This design comes from an exercise in tuning for small area, a short achievable clock period and few clock cycles per item on the open sky130 flow, not from production work.
At most, simulation tests tie the RTL to the original design; equivalence was not proved.
Power and IR drop assume default switching activity.

==> wip/willow: inputs <==
==> flow/design.v <==
`timescale 1ns / 1ps
package lkv_pkg;
   localparam int DEPTH_DEFAULT    = 16;
   localparam int KEY_BITS_DEFAULT = 32;
   localparam int QUEUE_DEPTH      = 2;
   localparam int REQ_TYPE_W    = 2;
   localparam int KEY_W         = 32;
   localparam int VALUE_W       = 32;
   localparam int STATUS_W      = 2;
   localparam int ENTRY_COUNT_W = 5;
   localparam logic [REQ_TYPE_W-1:0] REQ_LOOKUP = 2'd0;
   localparam logic [REQ_TYPE_W-1:0] REQ_INSERT = 2'd1;
   localparam logic [REQ_TYPE_W-1:0] REQ_REMOVE = 2'd2;
   localparam logic [STATUS_W-1:0] STATUS_OK   = 2'd0;
   localparam logic [STATUS_W-1:0] STATUS_MISS = 2'd1;
   localparam logic [STATUS_W-1:0] STATUS_FULL = 2'd2;
   typedef struct packed {
      logic is_insert;
      logic is_remove;
   } op_type;
   localparam int OP_W = 2;
   typedef enum logic [4:0] {
      ST_IDLE       = 5'b00001,
      ST_SEARCH     = 5'b00010,
      ST_FETCH_LAST = 5'b00100,
      ST_DONE       = 5'b01000,
      ST_SPARE      = 5'b10000
   } back_state_type;
endpackage
`timescale 1ns / 1ps
module linear_key_value_table_core #(
   parameter int DEPTH    = lkv_pkg::DEPTH_DEFAULT,
   parameter int KEY_BITS = lkv_pkg::KEY_BITS_DEFAULT
) (
   input  logic                              clock,
   input  logic                              reset,
   input  logic                              req_valid,
   output logic                              req_ready,
   input  logic [lkv_pkg::REQ_TYPE_W-1:0]    req_type,
   input  logic [lkv_pkg::KEY_W-1:0]         req_key,
   input  logic [lkv_pkg::VALUE_W-1:0]       req_value,
   output logic                              rsp_valid,
   input  logic                              rsp_ready,
   output logic [lkv_pkg::STATUS_W-1:0]      rsp_status,
   output logic [lkv_pkg::VALUE_W-1:0]       rsp_value_out,
   output logic [lkv_pkg::ENTRY_COUNT_W-1:0] rsp_entry_count,
   output logic                              rsp_is_empty
);
   localparam int VW = lkv_pkg::VALUE_W;
   localparam int CW = lkv_pkg::ENTRY_COUNT_W;
   logic                r_v, r_ins, r_rem;
   logic [KEY_BITS-1:0] r_key;
   logic [VW-1:0]       r_val;
   logic [DEPTH-1:0]    r_eq;      
   logic [DEPTH-1:0]    r_wf;      
   logic                r_eqp;     
   logic                rdy_ff;
   logic [DEPTH-1:0]    tv;
   logic [KEY_BITS-1:0] tk [DEPTH];
   logic [VW-1:0]       tval [DEPTH];
   logic [CW-1:0]       cnt;
   logic                o_v, o_empty;
   logic [1:0]          o_st;
   logic [VW-1:0]       o_val;
   logic [CW-1:0]       o_cnt;
   logic                s_v;
   logic [1:0]          s_st;
   logic [VW-1:0]       s_val;
   logic                issue, hit, full, ins_ok, rem_ok, o_free, s_v_in, r_v_in;
   logic [DEPTH-1:0]    m, f, sel;
   logic [1:0]          n_st;
   logic [VW-1:0]       n_val;
   logic [CW-1:0]       cnt_in;
   logic                empty_in;
   assign issue = r_v && !s_v;
   assign full  = cnt[CW-1];
   always_comb begin
      logic seen;
      seen = 1'b0;
      for (int i = 0; i < DEPTH; i++) begin
         f[i] = !tv[i] && !seen;
         seen = seen || !tv[i];
      end
   end
   logic [DEPTH-1:0]    eq_in, wf_in;
   for (genvar i = 0; i < DEPTH; i++) begin : g_cmp
      assign eq_in[i] = (tk[i] == req_key);
      assign wf_in[i] = r_v && r_ins && f[i];
      assign m[i]     = tv[i] && (r_wf[i] ? r_eqp : r_eq[i]);
      assign sel[i]   = m[i] && !r_ins;
   end
   assign hit    = |m;
   assign ins_ok = issue && r_ins && !hit && !full;
   assign rem_ok = issue && r_rem && hit;
   always_comb begin
      n_val = '0;
      for (int i = 0; i < DEPTH; i++) n_val = n_val | ({VW{sel[i]}} & tval[i]);
   end
   always_comb begin
      if (r_ins) n_st = hit ? lkv_pkg::STATUS_MISS : (full ? lkv_pkg::STATUS_FULL : lkv_pkg::STATUS_OK);
      else       n_st = hit ? lkv_pkg::STATUS_OK : lkv_pkg::STATUS_MISS;
   end
   always_comb begin
      cnt_in = cnt;
      if (ins_ok) cnt_in = cnt + 1'b1;
      else if (rem_ok) cnt_in = cnt - 1'b1;
   end
   assign empty_in = (cnt == '0) ? !ins_ok : ((cnt == CW'(1)) && rem_ok);
   for (genvar i = 0; i < DEPTH; i++) begin : g_slot
      always_ff @(posedge clock) begin
         if (r_v && r_ins && f[i]) begin
            tk[i]   <= r_key;
            tval[i] <= r_val;
         end
      end
      always_ff @(posedge clock) begin
         if (reset) tv[i] <= 1'b0;
         else if (tv[i]) tv[i] <= !(rem_ok && m[i]);
         else            tv[i] <= ins_ok && f[i];
      end
   end
   assign o_free = !o_v || rsp_ready;
   assign s_v_in = s_v ? !o_free : (issue && !o_free);
   assign r_v_in = rdy_ff ? req_valid : r_v;
   always_ff @(posedge clock) begin
      if (reset) begin
         cnt    <= '0;
         r_v    <= 1'b0;
         s_v    <= 1'b0;
         o_v    <= 1'b0;
         rdy_ff <= 1'b1;
      end else begin
         cnt    <= cnt_in;
         r_v    <= r_v_in;
         s_v    <= s_v_in;
         o_v    <= o_free ? (s_v || issue) : 1'b1;
         rdy_ff <= !r_v_in || !s_v_in;
      end
   end
   always_ff @(posedge clock) begin
      if (rdy_ff) begin
         r_ins <= (req_type == lkv_pkg::REQ_INSERT);
         r_rem <= (req_type == lkv_pkg::REQ_REMOVE);
         r_key <= req_key;
         r_val <= req_value;
         r_eq  <= eq_in;
         r_wf  <= wf_in;
         r_eqp <= (r_key == req_key);
      end
      if (!s_v) begin
         s_st  <= n_st;
         s_val <= n_val;
      end
      if (o_free) begin
         if (s_v) begin
            o_st    <= s_st;
            o_val   <= s_val;
            o_cnt   <= cnt;
            o_empty <= (cnt == '0);
         end else begin
            o_st    <= n_st;
            o_val   <= n_val;
            o_cnt   <= cnt_in;
            o_empty <= empty_in;
         end
      end
   end
   assign req_ready       = rdy_ff;
   assign rsp_valid       = o_v;
   assign rsp_status      = o_st;
   assign rsp_value_out   = o_val;
   assign rsp_entry_count = o_cnt;
   assign rsp_is_empty    = o_empty;
endmodule
==> flow/run.sh <==
#!/bin/bash
# synth_recipe.tcl (not shown) runs the flow's synth.tcl, then flattens the netlist and writes it again
# the make line also repeats each setting of config.mk as NAME=value (left out here)
make -C /OpenROAD-flow-scripts/flow DESIGN_CONFIG=/design/flow/config.mk WORK_HOME=/design/flow/orfs CLKGATE_MAP_FILE= SYNTH_SCRIPT=/design/flow/synth_recipe.tcl finish
==> flow/config.mk <==
export PLATFORM = sky130hd
export DESIGN_NAME = linear_key_value_table_core
export DESIGN_NICKNAME = linear_key_value_table_core
export VERILOG_FILES = /design/flow/design.v
export SDC_FILE = /design/flow/constraint.sdc
export NUM_CORES = 4
export LEC_CHECK = 0
export CAP_MARGIN = 20
export CORE_MARGIN = 2
export CORE_UTILIZATION = 40
export SETUP_SLACK_MARGIN = 2.8
export SLEW_MARGIN = 20
==> flow/constraint.sdc <==
create_clock -name core_clock -period 5.0 [get_ports {clock}]
set_input_delay 1.0000 -clock core_clock [delete_from_list [all_inputs] [get_ports {clock}]]
set_output_delay 1.0000 -clock core_clock [all_outputs]
set_load 0.01 [all_outputs]
==> inputs of wip/zinc, as changes to wip/willow <==
--- a/flow/design.v
+++ b/flow/design.v
@@ -53,5 +53,2 @@
    logic [VW-1:0]       r_val;
-   logic [DEPTH-1:0]    r_eq;      
-   logic [DEPTH-1:0]    r_wf;      
-   logic                r_eqp;     
    logic                rdy_ff;
@@ -84,8 +81,5 @@
    end
-   logic [DEPTH-1:0]    eq_in, wf_in;
    for (genvar i = 0; i < DEPTH; i++) begin : g_cmp
-      assign eq_in[i] = (tk[i] == req_key);
-      assign wf_in[i] = r_v && r_ins && f[i];
-      assign m[i]     = tv[i] && (r_wf[i] ? r_eqp : r_eq[i]);
-      assign sel[i]   = m[i] && !r_ins;
+      assign m[i]   = tv[i] && (tk[i] == r_key);
+      assign sel[i] = m[i] && !r_ins;
    end
@@ -145,5 +139,2 @@
          r_val <= req_value;
-         r_eq  <= eq_in;
-         r_wf  <= wf_in;
-         r_eqp <= (r_key == req_key);
       end
SETUP_SLACK_MARGIN = default   (was 2.8)
==> results by group <==
Global routing
  – Initial antenna violation count: 3

Detailed routing
  – DR vias/cell: 5.74

Outcome
  – Status: finished clean

Pwr
  – Overall power: 20,800 uW
  – Seq. pwr: roughly 11,000 uW

Placement
  – Placed cell areas: 50,600 um2
  – HPWL Detailed: between 70,000 and 80,000 um

Synthesis
  – Synth top area share: 74.4%

STA
  – Unrepaired setup endpoints after global routing: true
  – Fmax: 386 MHz

Critical path
  – WP data arrival: 3.02 ns
That was wip/willow.
==> results by group <==
Outcome
  – Status: finished clean

Synthesis
  – Synth top area share: between 70 and 80%

Placement
  – Placed cell areas: ~49,000 um2
  – HPWL Detailed: about 72,000 um

Pwr
  – Overall power: between 20,000 and 25,000 uW
  – Seq. pwr: 11,100 uW

STA
  – Fmax: around 230 MHz
  – Unrepaired setup endpoints after global routing: false

Detailed routing
  – DR vias/cell: about 5.6

Global routing
  – Initial antenna violation count: 2

Critical path
  – WP data arrival: just under 5 ns
That was wip/zinc.
Testbench counts of wip/zinc, summed over its fixed seeds: cycles 12,016, items 12,000.
No functional check of the RTL was part of wip/willow.

what the ideal ports hide:
In the flow no input, the clock included, has a driving cell. The finished layouts below were timed again as built, in two steps. Step 1: set_driving_cell puts a clkbuf_16 on clock and a buf_2 on each other input, an assumption about the parent block. Step 2, shift: input delay + t, output delay - t, t = (earliest + latest rising clock arrival at the registers) / 2. This alone moves slack from input paths to output paths. Three values: ideal ports, drivers, drivers and shift; two values: the first two.
run | t, ns | setup slack, ns | hold slack, ns | worst data-port slew with drivers (ns)
wip/willow | 0.775 | 2.406 / 2.406 / 2.035 | 0.465 / 0.465 / 0.465 | 0.07
wip/zinc | 0.768 | 0.673 / 0.673 / 0.673 | 0.480 / 0.480 / 0.480 | 0.05
After both steps setup and hold are still met in every run listed. The setup slack of wip/willow, which loses most, moves by 0.000 ns with the drivers and by -0.371 ns with both steps.
